Background: an optimization exercise with open tools, aiming at small area. Do not read the settings as production practice. Function was checked by simulation only, so behaviour that the tests miss may differ from the original. No activity file was given, so power comes from the tool's default toggle rates.

## setup_param
module setup_param #(
    parameter int NUM_USERS      = 4,
    parameter int PASS_MAX       = 12,
    parameter int BIP_MIN        = 5,
    parameter int BIP_MAX        = 60,
    parameter int TRANCA_MIN     = 5,
    parameter int TRANCA_MAX     = 60,
    parameter int TIMEOUT_CYCLES = 500
) (
    input  logic       clk,
    input  logic       rst_n,
    input  logic       setup_on,
    input  logic [3:0] digitos_value,
    input  logic       digitos_valid,
    output logic       display_en,
    output setup_pkg::bcdPac_t    bcd_pac,
    output setup_pkg::setupPac_t  data_setup_new,
    output logic       data_setup_ok
);
clock: 10.0 ns
lec_check: 0
cap_margin: 0
core_margin: 2
core_utilization: 70
place_density: 0.85
slew_margin: 0
standard.sh (not shown) runs the stock make flow with config.mk's settings and CLKGATE_MAP_FILE= SYNTH_SCRIPT=/design/flow/synth_recipe.tcl, a recipe that flattens the netlist after the stock synthesis.
==> flow/flow/run.sh <==
#!/bin/bash
# Standard ORFS layout with three changes to how it is made:
#  - constant outputs: tie cells are shared (at most TIE_FANOUT ports each) instead of one per port
#  - port buffers use the smallest buffer (buf_1) instead of the resizer's default pick
#  - CTS without dummy loads
set -uo pipefail
HERE=$(cd "$(dirname "$0")" && pwd)

export POST_FLOORPLAN_TCL=$HERE/tie.tcl
export BUFFER_PORTS_ARGS="-buffer_cell sky130_fd_sc_hd__buf_1"
[ -f "$HERE/cts_args" ] && export CTS_ARGS="$(cat "$HERE/cts_args")"
bash standard.sh > standard.log 2>&1
rc=$?
cp -r orfs/logs . 2>/dev/null || true
exit $rc
==> flow/flow/cts_args <==
-sink_clustering_enable -repair_clock_nets -dont_use_dummy_load -sink_clustering_size 10 -sink_clustering_max_diameter 40 -buf_list {sky130_fd_sc_hd__clkbuf_4}
==> flow/flow/tie.tcl <==
# Constant outputs: after the standard per-load tie repair, let one tie cell drive
# up to TIE_GROUP ports instead of one tie cell per port.
set tie_group 32
set block [ord::get_db_block]
array set ties {}
foreach inst [$block getInsts] {
  if {[[$inst getMaster] getName] ne "sky130_fd_sc_hd__conb_1"} { continue }
  foreach it [$inst getITerms] {
    set pin [[$it getMTerm] getName]
    if {$pin ne "HI" && $pin ne "LO"} { continue }
    set net [$it getNet]
    if {$net eq "NULL" || $net eq ""} { continue }
    lappend ties($pin) [list $inst $net]
  }
}
foreach pin [array names ties] {
  set n 0
  set target ""
  foreach pair $ties($pin) {
    lassign $pair inst net
    if {$n % $tie_group == 0} {
      set target $net
    } else {
      foreach bt [$net getBTerms] { $bt connect $target }
      foreach it [$net getITerms] {
        if {[$it getInst] ne $inst} { $it connect $target }
      }
      odb::dbInst_destroy $inst
      odb::dbNet_destroy $net
    }
    incr n
  }
  puts "tie.tcl: $pin ties merged from $n to [expr {($n + $tie_group - 1) / $tie_group}]"
}
Change:
--- a/flow/design.v
+++ b/flow/design.v
@@ -43,34 +43,36 @@
     parameter int PASS_MAX = 12
 ) (
     input  logic        clk,
     input  logic        rst_n,
     input  logic        clr,
     input  logic        push,
-    input  logic        push_alt,    
     input  logic [3:0]  digit,
     output logic [47:0] digits
 );
     logic [19:0] lo_r;
     logic [27:0] hi_r;
     logic [47:0] cur;
     logic        full;
     assign cur  = {hi_r, lo_r};
     assign full = !(cur[4*PASS_MAX-1] && cur[4*PASS_MAX-2]);
-    logic sh, hold;
-    assign sh   = push && !full;
-    assign hold = !clr && !(push_alt && !full);
     always_ff @(posedge clk or negedge rst_n) begin
         if (!rst_n) begin
             lo_r <= 20'hFFFFF;
-        end else begin
-            lo_r <= {20{clr}} | ({20{sh}} & {lo_r[15:0], digit}) | ({20{hold}} & lo_r);
-        end
-    end
-    always_ff @(posedge clk) begin
-        hi_r <= {28{clr}} | ({28{sh}} & {hi_r[23:0], lo_r[19:16]}) | ({28{hold}} & hi_r);
+        end else if (clr) begin
+            lo_r <= 20'hFFFFF;
+        end else if (push && !full) begin
+            lo_r <= {lo_r[15:0], digit};
+        end
+    end
+    always_ff @(posedge clk) begin
+        if (clr) begin
+            hi_r <= 28'hFFFFFFF;
+        end else if (push && !full) begin
+            hi_r <= {hi_r[23:0], lo_r[19:16]};
+        end
     end
     assign digits = cur;
 endmodule
 module setup_param #(
     parameter int NUM_USERS      = 4,
     parameter int PASS_MAX       = 12,
@@ -128,23 +130,18 @@
     assign s_done   = (state_r == S_DONE);
     assign armed_s  = opt_r[3] && opt_r[2];
     assign key_digit_s = digitos_valid && (digitos_value <= 4'd9);
     assign key_a_s     = digitos_valid && (digitos_value == setup_pkg::KEY_A);
     assign key_b_s     = digitos_valid && (digitos_value == setup_pkg::KEY_B);
     assign buf_push_s  = s_edit && !armed_s && key_digit_s;
-    logic edit_r;
-    always_ff @(posedge clk) begin
-        edit_r <= s_edit && !timeout_s && (key_a_s || (edit_r && !key_b_s));
-    end
     assign buf_clr_s   = s_idle || s_done || (s_edit && key_a_s) || timeout_s;
     setup_entry_buf #(.PASS_MAX(PASS_MAX)) u_entry_buf (
         .clk    (clk),
         .rst_n  (rst_n),
         .clr    (buf_clr_s),
         .push   (buf_push_s),
-        .push_alt (edit_r && key_digit_s),
         .digit  (digitos_value),
         .digits (ent_s)
     );
     localparam int TW = $clog2(TIMEOUT_CYCLES + 2) < 3 ? 3 : $clog2(TIMEOUT_CYCLES + 2);
     localparam logic [TW-1:0] IDLE_LAST = lfsr_after(TIMEOUT_CYCLES - 1);
     logic [TW-1:0] idle_cnt_r;
The new run completed without violations; final area rose by about 0.35%; power rises by about 1.3%; fmax falls by about 2.4%; global-route usage stays flat; core utilization rose by 0.25 points; via count went up by about 1.8%; critical path depth stays the same; worst hold slack is better by 0.020 ns; clock power barely changes.

========
Setup of run 4:
RTL: one of the versions met above, not the one the previous note started from.
Size: roughly 1800 cells after synthesis, about 480 I/O pins, ~22000 sq um of cells after synthesis.
Settings: LEC_CHECK=0, CAP_MARGIN=0, CORE_MARGIN=2, CORE_UTILIZATION=70, SLEW_MARGIN=0; clock period 10.0 ns.
Scripts as last shown in full above: flow/flow/run.sh, flow/flow/cts_args, flow/flow/tie.tcl
### run 4 -> run 1
--- a/flow/design.v
+++ b/flow/design.v
@@ -43,36 +43,34 @@
     parameter int PASS_MAX = 12
 ) (
     input  logic        clk,
     input  logic        rst_n,
     input  logic        clr,
     input  logic        push,
+    input  logic        push_alt,    
     input  logic [3:0]  digit,
     output logic [47:0] digits
 );
     logic [19:0] lo_r;
     logic [27:0] hi_r;
     logic [47:0] cur;
     logic        full;
     assign cur  = {hi_r, lo_r};
     assign full = !(cur[4*PASS_MAX-1] && cur[4*PASS_MAX-2]);
+    logic sh, hold;
+    assign sh   = push && !full;
+    assign hold = !clr && !(push_alt && !full);
     always_ff @(posedge clk or negedge rst_n) begin
         if (!rst_n) begin
             lo_r <= 20'hFFFFF;
-        end else if (clr) begin
-            lo_r <= 20'hFFFFF;
-        end else if (push && !full) begin
-            lo_r <= {lo_r[15:0], digit};
-        end
-    end
-    always_ff @(posedge clk) begin
-        if (clr) begin
-            hi_r <= 28'hFFFFFFF;
-        end else if (push && !full) begin
-            hi_r <= {hi_r[23:0], lo_r[19:16]};
-        end
+        end else begin
+            lo_r <= {20{clr}} | ({20{sh}} & {lo_r[15:0], digit}) | ({20{hold}} & lo_r);
+        end
+    end
+    always_ff @(posedge clk) begin
+        hi_r <= {28{clr}} | ({28{sh}} & {hi_r[23:0], lo_r[19:16]}) | ({28{hold}} & hi_r);
     end
     assign digits = cur;
 endmodule
 module setup_param #(
     parameter int NUM_USERS      = 4,
     parameter int PASS_MAX       = 12,
@@ -130,18 +128,23 @@
     assign s_done   = (state_r == S_DONE);
     assign armed_s  = opt_r[3] && opt_r[2];
     assign key_digit_s = digitos_valid && (digitos_value <= 4'd9);
     assign key_a_s     = digitos_valid && (digitos_value == setup_pkg::KEY_A);
     assign key_b_s     = digitos_valid && (digitos_value == setup_pkg::KEY_B);
     assign buf_push_s  = s_edit && !armed_s && key_digit_s;
+    logic edit_r;
+    always_ff @(posedge clk) begin
+        edit_r <= s_edit && !timeout_s && (key_a_s || (edit_r && !key_b_s));
+    end
     assign buf_clr_s   = s_idle || s_done || (s_edit && key_a_s) || timeout_s;
     setup_entry_buf #(.PASS_MAX(PASS_MAX)) u_entry_buf (
         .clk    (clk),
         .rst_n  (rst_n),
         .clr    (buf_clr_s),
         .push   (buf_push_s),
+        .push_alt (edit_r && key_digit_s),
         .digit  (digitos_value),
         .digits (ent_s)
     );
     localparam int TW = $clog2(TIMEOUT_CYCLES + 2) < 3 ? 3 : $clog2(TIMEOUT_CYCLES + 2);
     localparam logic [TW-1:0] IDLE_LAST = lfsr_after(TIMEOUT_CYCLES - 1);
     logic [TW-1:0] idle_cnt_r;
@@ -173,13 +176,13 @@
     assign ent_any_s = !(ent_s[3] && ent_s[2]);
     assign ent_two_s = !(ent_s[7] && ent_s[6]);
     assign pass_ok_s = !(ent_s[15] && ent_s[14]);
     logic [3:0] tens_s, ones_s;
     assign tens_s = ent_two_s ? ent_s[7:4] : 4'd0;
     assign ones_s = ent_s[3:0];
-    assign num_s   = 7'(tens_s) * 7'd10 + 7'(ones_s);
+    assign num_s   = {6'({2'b0, tens_s} + {tens_s, 2'b0} + {3'b0, ones_s[3:1]}), ones_s[0]};
     assign btime_s = 6'(setup_pkg::clamp7(num_s, 7'(BIP_MIN), 7'(BIP_MAX)));
     assign ttime_s = 6'(setup_pkg::clamp7(num_s, 7'(TRANCA_MIN), 7'(TRANCA_MAX)));
     logic        trk_r, trk_n_r;
     logic [NF:1] keep_s;
     always_ff @(posedge clk) begin
         trk_r   <= buf_push_s;
Compared to run 4, run 1 has worst-case setup margin in the final layout 0.041 ns higher.
Changes observed in run 1 relative to run 4: largest voltage drop on the vdd net shows an increase of about 40%, floorplan die height shows no meaningful change, number of CTS-inserted buffers shows a reduction of 2, share of power burned in combinational logic shows no meaningful change.

==> separate check: timing with driven ports <==
No port has a modelled driver above. Below, the same layouts with a new extraction and two added sets of constraints.
Step 1 sets driving cells, clkbuf_16 on the clock port and buf_2 on the other inputs (assumed; they add their load-dependent delay and slew).
Step 2 times the ports against the registers' clock, not the clock port: input delays grow and output delays shrink by t, the midpoint of the rising clock arrivals with the driver on.
Slacks: no drivers / after step 1 / after step 2; pairs: no drivers / after step 1.
| run | shift t [ns] | setup WS [ns] | worst setup path after step 2 |
|---|---|---|---|
| the first run of note 1 | 0.739 | 5.983 / 5.931 / 6.038 | input to register |
| the second run of note 1 | 0.728 | 5.884 / 5.847 / 6.046 | input to register |
| run 4 | 0.711 | 5.957 / 5.924 / 5.988 | input, reset recovery |
| run 1 | 0.720 | 5.999 / 5.951 / 5.964 | input to register |
After both steps every run listed still meets setup and hold. The setup slack of run 1, which loses most, moves by -0.048 ns with the drivers and by -0.035 ns with both steps. Setup slack includes reset recovery checks.
